This is an optimization exercise on Yosys and OpenROAD, whose aim is small area, not a production implementation.
The RTL was checked by simulation tests, not by an equivalence proof against the original design.
Power and IR drop assume default switching activity.

==> design/flow/design.v <==
`timescale 1ns / 1ps
`default_nettype none
package ptrf_pkg;
   localparam int PEER_SLOTS_DEFAULT = 8;
   localparam int MODE_W   = 2;
   localparam int MAC_W    = 48;
   localparam int MEMBER_W = 8;
   localparam int SEQ_W    = 32;
   localparam int STATUS_W = 3;
   localparam int SLOT_W   = 3;
   localparam logic [MODE_W-1:0] MODE_LEARN  = 2'd0;
   localparam logic [MODE_W-1:0] MODE_ACCEPT = 2'd1;
   localparam logic [MODE_W-1:0] MODE_LOOKUP = 2'd2;
   localparam logic [MODE_W-1:0] MODE_CLEAR  = 2'd3;
   localparam logic [STATUS_W-1:0] STATUS_OK          = 3'd0;
   localparam logic [STATUS_W-1:0] STATUS_MAC_REFUSED = 3'd1;
   localparam logic [STATUS_W-1:0] STATUS_UNKNOWN     = 3'd2;
   localparam logic [STATUS_W-1:0] STATUS_FULL        = 3'd3;
   localparam logic [STATUS_W-1:0] STATUS_STALE       = 3'd4;
   localparam logic [STATUS_W-1:0] STATUS_NO_MATCH    = 3'd5;
endpackage
`default_nettype wire
`timescale 1ns / 1ps
`default_nettype none
module ptrf_match (
   input  logic clock,
   input  logic restart,
   input  logic in_member,
   input  logic in_mac,
   input  logic in_seq,
   input  logic tap_bit,
   input  logic op_bit,
   output logic member_eq,
   output logic mac_eq,
   output logic seq_le
);
   logic member_eq_ff, mac_eq_ff, seq_le_ff;
   logic diff;
   assign diff = tap_bit ^ op_bit;
   always_ff @(posedge clock) begin
      if (restart) begin
         member_eq_ff <= 1'b1;
         mac_eq_ff    <= 1'b1;
         seq_le_ff    <= 1'b1;
      end else begin
         if (in_member && diff) member_eq_ff <= 1'b0;
         if (in_mac && diff)    mac_eq_ff    <= 1'b0;
         if (in_seq && diff)    seq_le_ff    <= tap_bit;
      end
   end
   assign member_eq = member_eq_ff;
   assign mac_eq    = mac_eq_ff;
   assign seq_le    = seq_le_ff;
endmodule
`default_nettype wire
`timescale 1ns / 1ps
`default_nettype none
module ptrf_store #(
   parameter int PEER_SLOTS = ptrf_pkg::PEER_SLOTS_DEFAULT,
   parameter int SLOT_BITS  = 89,
   parameter int WIN_LO     = 8,
   parameter int WIN_W      = ptrf_pkg::MAC_W
) (
   input  logic             clock,
   input  logic             wr_bit,
   output logic             head_bit,
   output logic             tap_bit,
   output logic [WIN_W-1:0] win
);
   localparam int RING = PEER_SLOTS * SLOT_BITS;
   logic [RING-1:0] ring_ff;
   always_ff @(posedge clock) begin
      ring_ff <= {wr_bit, ring_ff[RING-1:1]};
   end
   assign head_bit = ring_ff[0];
   assign tap_bit  = ring_ff[SLOT_BITS];
   assign win      = ring_ff[SLOT_BITS + WIN_W - 1 : SLOT_BITS];
endmodule
`default_nettype wire
`timescale 1ns / 1ps
`default_nettype none
module peer_table_replay_filter_top #(
   parameter int PEER_SLOTS = ptrf_pkg::PEER_SLOTS_DEFAULT
) (
   input  logic                          clock,
   input  logic                          reset,
   input  logic                          csr_write_enable,
   input  logic                          csr_write_data,
   input  logic                          req_valid,
   output logic                          req_stall,
   input  logic [ptrf_pkg::MODE_W-1:0]   req_mode,
   input  logic [ptrf_pkg::MAC_W-1:0]    req_peer_mac,
   input  logic [ptrf_pkg::MEMBER_W-1:0] req_member_id,
   input  logic [ptrf_pkg::SEQ_W-1:0]    req_sequence_req,
   input  logic                          req_reset_window,
   output logic                          rsp_valid,
   input  logic                          rsp_stall,
   output logic [ptrf_pkg::STATUS_W-1:0] rsp_status,
   output logic                          rsp_found,
   output logic [ptrf_pkg::SLOT_W-1:0]   rsp_slot,
   output logic [ptrf_pkg::MAC_W-1:0]    rsp_found_mac
);
   localparam int IDX_W     = ptrf_pkg::SLOT_W;
   localparam int MEM_LO    = 0;
   localparam int MAC_LO    = MEM_LO + ptrf_pkg::MEMBER_W;
   localparam int SEQ_LO    = MAC_LO + ptrf_pkg::MAC_W;
   localparam int VLD_BIT   = SEQ_LO + ptrf_pkg::SEQ_W;
   localparam int SLOT_BITS = VLD_BIT + 1;
   localparam int BIT_W     = $clog2(SLOT_BITS);
   localparam int OP_GROUPS = (SLOT_BITS - 1) / 8;
   localparam logic [ptrf_pkg::STATUS_W-1:0] CODE_CLEAR  = 3'd6;
   localparam logic [ptrf_pkg::STATUS_W-1:0] CODE_LOOKUP = 3'd7;
   logic [BIT_W-1:0]              bit_ff;
   logic [IDX_W-1:0]              slot_ff;
   logic                          init_ff;
   logic                          scan_ff;
   logic                          fin_ff;
   logic                          pass2_ff;
   logic                          provisioned_ff;
   logic                          pending_ff;
   logic [ptrf_pkg::STATUS_W-1:0] code_ff, code_in;
   logic                          fd_in;
   logic [IDX_W-1:0]              sl_ff;
   logic                          found, mac_out;
   logic                          head_bit, tap_bit, op_bit, st_bit, wr_bit;
   logic [ptrf_pkg::MAC_W-1:0]    win;
   logic [SLOT_BITS-2:0]          op_vec;
   logic [7:0]                    sel_lo;
   logic [OP_GROUPS:0]            sel_hi;
   logic                          first, last_bit, last_slot;
   logic                          in_member, in_mac, in_seq;
   logic                          member_eq, mac_eq, seq_le;
   logic                          decide, done, start;
   logic                          wr_macmem, wr_seq, clr_valid;
   always_comb begin
      for (int i = 0; i < 8; i++) begin
         sel_lo[i] = (bit_ff[2:0] == 3'(i));
      end
      for (int j = 0; j <= OP_GROUPS; j++) begin
         sel_hi[j] = (bit_ff[BIT_W-1:3] == (BIT_W-3)'(j));
      end
   end
   assign first     = sel_hi[0] && sel_lo[0];
   assign last_bit  = sel_hi[OP_GROUPS];
   assign last_slot = (slot_ff == IDX_W'(PEER_SLOTS - 1));
   assign in_member = sel_hi[0];
   assign in_mac    = |sel_hi[SEQ_LO/8-1:MAC_LO/8];
   assign in_seq    = |sel_hi[OP_GROUPS-1:SEQ_LO/8];
   assign op_vec = {req_sequence_req, req_peer_mac, req_member_id};
   always_comb begin
      logic [OP_GROUPS-1:0] grp;
      for (int j = 0; j < OP_GROUPS; j++) begin
         grp[j] = |(op_vec[8*j +: 8] & sel_lo);
      end
      op_bit = |(grp & sel_hi[OP_GROUPS-1:0]);
   end
   assign st_bit = op_bit ^ in_mac;
   ptrf_store #(
      .PEER_SLOTS (PEER_SLOTS),
      .SLOT_BITS  (SLOT_BITS),
      .WIN_LO     (MAC_LO),
      .WIN_W      (ptrf_pkg::MAC_W)
   ) u_store (
      .clock    (clock),
      .wr_bit   (wr_bit),
      .head_bit (head_bit),
      .tap_bit  (tap_bit),
      .win      (win)
   );
   ptrf_match u_match (
      .clock     (clock),
      .restart   (last_bit),
      .in_member (in_member),
      .in_mac    (in_mac),
      .in_seq    (in_seq),
      .tap_bit   (tap_bit),
      .op_bit    (st_bit),
      .member_eq (member_eq),
      .mac_eq    (mac_eq),
      .seq_le    (seq_le)
   );
   assign start  = req_valid && !pending_ff && !init_ff && !scan_ff && !fin_ff &&
                   first && (slot_ff == '0);
   assign decide = scan_ff && last_bit;
   always_comb begin
      logic hit;
      logic valid_now;
      valid_now = tap_bit;
      done  = 1'b0;
      code_in = ptrf_pkg::STATUS_OK;
      fd_in   = 1'b0;
      hit   = 1'b0;
      case (req_mode)
         ptrf_pkg::MODE_LEARN: begin
            if (!pass2_ff) begin
               hit  = valid_now && (mac_eq || member_eq);
               done = hit || (last_slot && provisioned_ff);
               if (hit) begin
                  fd_in = 1'b1;
                  if (provisioned_ff && !mac_eq) begin
                     code_in = ptrf_pkg::STATUS_MAC_REFUSED;
                  end
               end else begin
                  code_in = ptrf_pkg::STATUS_UNKNOWN;
               end
            end else begin
               hit  = !valid_now;
               done = hit || last_slot;
               if (hit) begin
                  fd_in = 1'b1;
               end else begin
                  code_in = ptrf_pkg::STATUS_FULL;
               end
            end
         end
         ptrf_pkg::MODE_ACCEPT: begin
            hit  = valid_now && mac_eq;
            done = hit || last_slot;
            if (hit) begin
               fd_in = 1'b1;
               if (!req_reset_window && seq_le) begin
                  code_in = ptrf_pkg::STATUS_STALE;
               end
            end else begin
               code_in = ptrf_pkg::STATUS_NO_MATCH;
            end
         end
         ptrf_pkg::MODE_LOOKUP: begin
            hit  = valid_now && member_eq;
            done = hit || last_slot;
            if (hit) begin
               fd_in   = 1'b1;
               code_in = CODE_LOOKUP;
            end else begin
               code_in = ptrf_pkg::STATUS_NO_MATCH;
            end
         end
         default: begin
            done    = last_slot;
            code_in = CODE_CLEAR;
         end
      endcase
   end
   assign wr_macmem = fin_ff && (req_mode == ptrf_pkg::MODE_LEARN) &&
                      (code_ff == ptrf_pkg::STATUS_OK);
   assign wr_seq    = fin_ff && (req_mode == ptrf_pkg::MODE_ACCEPT) &&
                      (code_ff == ptrf_pkg::STATUS_OK);
   assign clr_valid = scan_ff && (req_mode == ptrf_pkg::MODE_CLEAR);
   always_comb begin
      wr_bit = head_bit;
      if (init_ff) begin
         wr_bit = 1'b0;
      end else if (last_bit) begin
         wr_bit = (head_bit || wr_macmem) && !clr_valid;
      end else if ((wr_macmem && (in_member || in_mac)) || (wr_seq && in_seq)) begin
         wr_bit = st_bit;
      end
   end
   assign req_stall = !(fin_ff && last_bit);
   always_ff @(posedge clock) begin
      if (reset) begin
         bit_ff         <= '0;
         slot_ff        <= '0;
         init_ff        <= 1'b1;
         scan_ff        <= 1'b0;
         fin_ff         <= 1'b0;
         pass2_ff       <= 1'b0;
         provisioned_ff <= 1'b0;
         pending_ff     <= 1'b0;
      end else begin
         if (last_bit) begin
            bit_ff  <= '0;
            slot_ff <= slot_ff + IDX_W'(1);
         end else begin
            bit_ff <= bit_ff + BIT_W'(1);
         end
         if (last_bit && last_slot) begin
            init_ff <= 1'b0;
         end
         if (start) begin
            scan_ff <= 1'b1;
         end else if (decide && done) begin
            scan_ff <= 1'b0;
            fin_ff  <= 1'b1;
         end else if (decide && last_slot) begin
            pass2_ff <= 1'b1;
         end
         if (fin_ff && last_bit) begin
            fin_ff   <= 1'b0;
            pass2_ff <= 1'b0;
         end
         if (csr_write_enable) begin
            provisioned_ff <= csr_write_data;
         end
         if (pending_ff) begin
            pending_ff <= !rsp_valid;
         end else begin
            pending_ff <= fin_ff && last_bit;
         end
      end
   end
   always_ff @(posedge clock) begin
      if (decide) begin
         code_ff <= code_in;
         sl_ff   <= fd_in ? slot_ff : '0;
      end
   end
   assign rsp_valid     = pending_ff && !rsp_stall &&
                          (!mac_out || ((slot_ff == sl_ff) && sel_hi[MAC_LO/8] && sel_lo[0]));
   assign mac_out       = (code_ff == CODE_LOOKUP);
   assign found         = (code_ff == ptrf_pkg::STATUS_OK) || (code_ff == CODE_LOOKUP) ||
                          (code_ff == ptrf_pkg::STATUS_MAC_REFUSED) ||
                          (code_ff == ptrf_pkg::STATUS_STALE);
   assign rsp_status    = (code_ff[2] && code_ff[1]) ? ptrf_pkg::STATUS_OK : code_ff;
   assign rsp_found     = found;
   assign rsp_slot      = sl_ff;
   assign rsp_found_mac = ~(win | {ptrf_pkg::MAC_W{!mac_out}});
endmodule
`default_nettype wire
==> design/flow/flow/run.sh <==
#!/bin/bash
# Standard ORFS layout with three changes: the combinational cells of the
# standard synthesis are re-mapped for area by Yosys/ABC (flip-flops kept as
# the standard synthesis made them), port buffers use the smallest buffer
# cell, and the clock tree uses small buffers without dummy loads.
# Each tool's output goes to a log file here.
set -euo pipefail
export BUFFER_PORTS_ARGS="-buffer_cell sky130_fd_sc_hd__buf_1"
export CTS_ARGS="-sink_clustering_enable -repair_clock_nets -dont_use_dummy_load -buf_list sky130_fd_sc_hd__clkbuf_8 -sink_clustering_size 20 -sink_clustering_max_diameter 40"
R=orfs/results/${FLOW_PLATFORM}/peer_table_replay_filter_top/base
LIB=${FLOW_HOME}/platforms/${FLOW_PLATFORM}/lib/sky130_fd_sc_hd__tt_025C_1v80.lib
YOSYS=$(command -v yosys || echo "${FLOW_HOME}/../tools/install/yosys/bin/yosys")

bash standard.sh synth > standard_synth.log 2>&1
cp "$R/1_2_yosys.v" std_synth.v
sed -e "s#@LIB@#${LIB}#g" -e "s#@TOP@#${FLOW_TOP}#g" flow/remap.ys > remap.ys
"$YOSYS" -l remap.log -s remap.ys > /dev/null 2>&1
cp remapped.v "$R/1_2_yosys.v"
rm -f "$R/1_synth.odb" "$R/1_synth.sdc"
bash standard.sh > standard.log 2>&1
==> design/flow/flow/remap.ys <==
# Re-maps the combinational cells of the standard synthesis netlist for
# area; the flip-flops (cells, names and connections) are left untouched.
read_liberty -ignore_miss_func @LIB@
read_verilog std_synth.v
hierarchy -top @TOP@
setattr -mod -set keep_hierarchy 1 sky130_fd_sc_hd__dfxtp_1 sky130_fd_sc_hd__edfxtp_1
flatten
opt -purge
abc -liberty @LIB@ -dont_use sky130_fd_sc_hd__probe_p_8 -dont_use sky130_fd_sc_hd__probec_p_8 -dont_use sky130_fd_sc_hd__lpflow_bleeder_1 -dont_use sky130_fd_sc_hd__lpflow_clkbufkapwr_1 -dont_use sky130_fd_sc_hd__lpflow_clkbufkapwr_16 -dont_use sky130_fd_sc_hd__lpflow_clkbufkapwr_2 -dont_use sky130_fd_sc_hd__lpflow_clkbufkapwr_4 -dont_use sky130_fd_sc_hd__lpflow_clkbufkapwr_8 -dont_use sky130_fd_sc_hd__lpflow_clkinvkapwr_1 -dont_use sky130_fd_sc_hd__lpflow_clkinvkapwr_16 -dont_use sky130_fd_sc_hd__lpflow_clkinvkapwr_2 -dont_use sky130_fd_sc_hd__lpflow_clkinvkapwr_4 -dont_use sky130_fd_sc_hd__lpflow_clkinvkapwr_8 -dont_use sky130_fd_sc_hd__lpflow_decapkapwr_12 -dont_use sky130_fd_sc_hd__lpflow_decapkapwr_3 -dont_use sky130_fd_sc_hd__lpflow_decapkapwr_4 -dont_use sky130_fd_sc_hd__lpflow_decapkapwr_6 -dont_use sky130_fd_sc_hd__lpflow_decapkapwr_8 -dont_use sky130_fd_sc_hd__lpflow_inputiso0n_1 -dont_use sky130_fd_sc_hd__lpflow_inputiso0p_1 -dont_use sky130_fd_sc_hd__lpflow_inputiso1n_1 -dont_use sky130_fd_sc_hd__lpflow_inputiso1p_1 -dont_use sky130_fd_sc_hd__lpflow_inputisolatch_1 -dont_use sky130_fd_sc_hd__lpflow_isobufsrc_1 -dont_use sky130_fd_sc_hd__lpflow_isobufsrc_16 -dont_use sky130_fd_sc_hd__lpflow_isobufsrc_2 -dont_use sky130_fd_sc_hd__lpflow_isobufsrc_4 -dont_use sky130_fd_sc_hd__lpflow_isobufsrc_8 -dont_use sky130_fd_sc_hd__lpflow_isobufsrckapwr_16 -dont_use sky130_fd_sc_hd__lpflow_lsbuf_lh_hl_isowell_tap_1 -dont_use sky130_fd_sc_hd__lpflow_lsbuf_lh_hl_isowell_tap_2 -dont_use sky130_fd_sc_hd__lpflow_lsbuf_lh_hl_isowell_tap_4 -dont_use sky130_fd_sc_hd__lpflow_lsbuf_lh_isowell_4 -dont_use sky130_fd_sc_hd__lpflow_lsbuf_lh_isowell_tap_1 -dont_use sky130_fd_sc_hd__lpflow_lsbuf_lh_isowell_tap_2 -dont_use sky130_fd_sc_hd__lpflow_lsbuf_lh_isowell_tap_4 -dont_use sky130_fd_sc_hd__fill_1 -dont_use sky130_fd_sc_hd__fill_2 -dont_use sky130_fd_sc_hd__fill_4 -dont_use sky130_fd_sc_hd__fill_8  -script +strash;dch;map,-a;strash;dch;map,-a;strash;dch;map,-a
opt_clean -purge
hilomap -singleton -hicell sky130_fd_sc_hd__conb_1 HI -locell sky130_fd_sc_hd__conb_1 LO
splitnets
opt_clean -purge
stat -liberty @LIB@
blackbox sky130_fd_sc_hd__dfxtp_1 sky130_fd_sc_hd__edfxtp_1
write_verilog -noattr -nohex -nodec remapped.v
==> design/flow/standard.sh <==
#!/bin/bash
# synth_recipe.tcl (not shown) runs the flow's synth.tcl, then flattens the netlist and writes it again
# the make line also repeats each setting of config.mk as NAME=value (left out here)
make -C /OpenROAD-flow-scripts/flow DESIGN_CONFIG=/design/flow/config.mk WORK_HOME=/design/flow/orfs CLKGATE_MAP_FILE= SYNTH_SCRIPT=/design/flow/synth_recipe.tcl "${@:-finish}"
==> design/flow/config.mk <==
export PLATFORM = sky130hd
export DESIGN_NAME = peer_table_replay_filter_top
export DESIGN_NICKNAME = peer_table_replay_filter_top
export VERILOG_FILES = /design/flow/design.v
export SDC_FILE = /design/flow/constraint.sdc
export NUM_CORES = 4
export LEC_CHECK = 0
export CAP_MARGIN = 20
export CORE_MARGIN = 2
export CORE_UTILIZATION = 70
export GPL_TIMING_DRIVEN = 0
export SLEW_MARGIN = 20
==> design/flow/constraint.sdc <==
create_clock -name core_clock -period 5.0 [get_ports {clock}]
set_input_delay 1.0000 -clock core_clock [delete_from_list [all_inputs] [get_ports {clock}]]
set_output_delay 1.0000 -clock core_clock [all_outputs]
set_load 0.01 [all_outputs]
==> run notes <==
state kept, by name, indices dropped and copies added, names as in the netlist:
register,count
bit_ff,7
code_ff,3
scan_ff,1
pass2_ff,1
u_match.seq_le_ff,1
provisioned_ff,1
init_ff,1
slot_ff,3
u_match.mac_eq_ff,1
pending_ff,1
fin_ff,1
u_store.ring_ff,712
sl_ff,3
u_match.member_eq_ff,1
worst max-delay path, cell delays in order, from the launching register on:
cell and delay [ps]:
dfxtp_1 390, nor2_1 770, clkinv_1 390, nor2_1 320, a31oi_1 140, nor3b_1 260
buf_1 180
how the worst max path moves through the flow:
stage          slack [ps]  cells past startpoint              endpoint
2_1_floorplan        2130                      5             rsp_valid
3_3_place_gp         1280                     10  u_store.ring_ff[711]
3_5_place_dp         1310                     10  u_store.ring_ff[711]
4_1_cts               950                      6             rsp_valid
5_1_grt               730                     10  u_store.ring_ff[711]
6_report              980                      6             rsp_valid
layer usage:
metal,vias up,GRT usage [%]
met5,-,0
met4,0,6.946
met3,60,4.486
met2,231,30.42
met1,3420,28.73
li1,3717,-
metrics by stage:
stage / cell area [um^2] / setup slack (ps) / hold WS, ps / total power, W / utilization, %
3_3_place_gp: 17210 / 1276 / 309.8 / 0.006120 / 75.78
2_1_floorplan: 16280 / 2134 / 309.6 / 0.006073 / -
6_report: 17880 / 981.8 / 268.9 / 0.008420 / 78.75
3_5_place_dp: 17210 / 1305 / 312.1 / 0.006122 / 75.79
5_1_grt: 17880 / 731.8 / 255.3 / 0.008686 / 78.75
4_1_cts: 17880 / 953.4 / 256.7 / 0.008483 / 78.75
layout make-up:
| cell class | count | share of cell area [%] |
|---|---|---|
| tap | 285 | 1.994 |
| timing repair buffer | 153 | 3.211 |
| sequential | 737 | 82.83 |
| inverter | 38 | 0.8045 |
| clock buffer | 49 | 3.771 |
| multi-input combinational | 262 | 7.388 |
power by group:
part           internal (W)  switching (W)
logic             0.0000438      0.0000631
clock network      0.000881        0.00155
registers           0.00588     0.00000544
placed cells by master (no fill, tap or decap), drive strengths merged, types with 2 or more instances in the layout:
cell type,count
dfxtp,731
buf,153
nor2,98
clkbuf,49
nand2,39
clkinv,38
a21oi,29
o21ai,18
a22oi,14
o22ai,8
o221ai,6
nand3,6
edfxtp,6
nor3,5
a221oi,5
a31oi,5
o2111ai,5
nor4,5
a211oi,3
nand4,3
o211ai,2
==> flow_metrics.py <==
metrics = {
    "cts": {
        "worst_skew_pair.late_latency_ps": 580,
        "cts_resized": 0,
        "cts_sinks": 737,
        "htreeDepth": 2,
        "path_clk_slew_ps": 110,
        "cts_tree": "yes",
        "cts_post_setup_buffers_inserted": 0,
        "cts_root_buffer": "clkbuf_8",
        "clockBufferDepth": 3,
        "cts-hold-fix-buffers": 0,
        "cts_buffers": 49,
    },
    "timing": {
        "setup_violations": 0,
        "finalMaxSlewViolations": 0,
        "fin_skew_ps": 68.68,
        "timing.fmax_mhz": 248.9,
        "rsz0062_at_grt": "false",
        "period_share_pct": 80.36,
        "relSlewSlack_pct": 28.53,
        "period_needed_ps": 4018,
        "finalHoldViolations": 0,
        "fin_tns_setup_ps": 0,
        "tightestPinTransition_ps": 1068,
    },
    "hold_path": {
        "whs_path_depth": 0,
        "min_from": "u_store.ring_ff[130]",
        "whs_endpoint": "u_store.ring_ff[129]",
        "hold_path_class": "reg2reg",
    },
    "drt": {
        "met1_length_um": 11530,
        "routedWlPerCell_um": 15.75,
        "vias": 7428,
        "drt_wl_total_um": 24000,
        "vias_per_cell": 4.874,
        "top_layer": "met4",
        "firstDrtPassIters": 5,
        "met3_length_um": 1417,
        "drt_iter0_markers": 415,
        "drtAntennaViolNets": 0,
        "wl_met2_um": 10470,
        "drc": 0,
    },
    "logic_synthesis": {
        "syn_area_per_cell_um2": 15.70,
        "yosysWarnings": 3,
        "synth_nets": 1134,
        "syn_inst": 1037,
        "netlist_area_um2": 16280,
    },
    "worst_setup_path": {
        "startpoint": "bit_ff[0]",
        "crit_type": "reg2out",
        "end_kind": "primary output",
        "r2r_start": "bit_ff[2]",
        "critPathRequiredTime_ps": 4000,
        "rrSetupSlack_ps": 1170,
        "reg2reg_depth": 10,
        "cp-start-kind": "register",
        "cp_data_arrival_time_ps": 3020,
        "r2r-end": "u_store.ring_ff[711]",
        "crit_fanout": 15,
    },
    "grt": {
        "grt_pass1_wl_um": 37860,
        "gr-total-overflow": 0,
        "grt_max_degree": 51,
        "grt_use_total_pct": 19.99,
        "antenna_found_initial": 3,
        "grt_pass1_vias": 7549,
    },
    "final_layout": {
        "num-fill-cells": 1233,
        "antenna_cells": 0,
        "seqCellArea_um2": 14810,
        "final-instance-count-excl-fill": 1524,
        "syn_to_final_growth_pct": 9.870,
        "drive_above_1_share_pct": 4.278,
        "multi_input_area_um2": 1321,
        "nets": 1338,
    },
    "pwr": {
        "p_leak_nw": 7.033,
        "max-vdd-ir-drop_mv": 0.3404,
        "p_per_area_nw_per_um2": 470.8,
    },
    "placed_design": {
        "post-dp-hpwl_um": 15260,
        "placed_cells": 1475,
        "io_buffers": 153,
        "place.gp.congestion": 0.9388,
    },
    "run": {
        "drv_cap": 0,
    },
    "floorplanning": {
        "std_cell_rows": 55,
        "die_y_um": 156.5,
        "die_w_um": 156.5,
        "coreArea_um2": 22710,
        "initial_core_util_pct": 71.68,
        "dieArea_um2": 24490,
        "ios": 154,
    },
    "status": {
        "status": "no timing/DRC/antenna violations",
    },
}

==> re-timing with driven ports <==
In the flow no input, the clock included, has a driving cell. The finished layout below was timed again as built, in two steps.
Step 1, drivers: a clkbuf_16 drives clock and a buf_2 each remaining input, both assumed.
Step 2 times the ports against the registers' clock, not the clock port: input delays grow and output delays shrink by t, the midpoint of the rising clock arrivals with the driver on.
Slacks: no drivers / after step 1 / after step 2; pairs: no drivers / after step 1.
shift t [ns]: 0.589
slack for setup (ns): 0.982 / 0.939 / 1.169
hold slack, ns: 0.269 / 0.269 / 0.269
worst setup path after step 2: register to register
cell pins on the clock port's net: 1
After both steps setup and hold are still met in this run. The setup slack of this run moves by -0.043 ns with the drivers and by +0.187 ns with both steps.
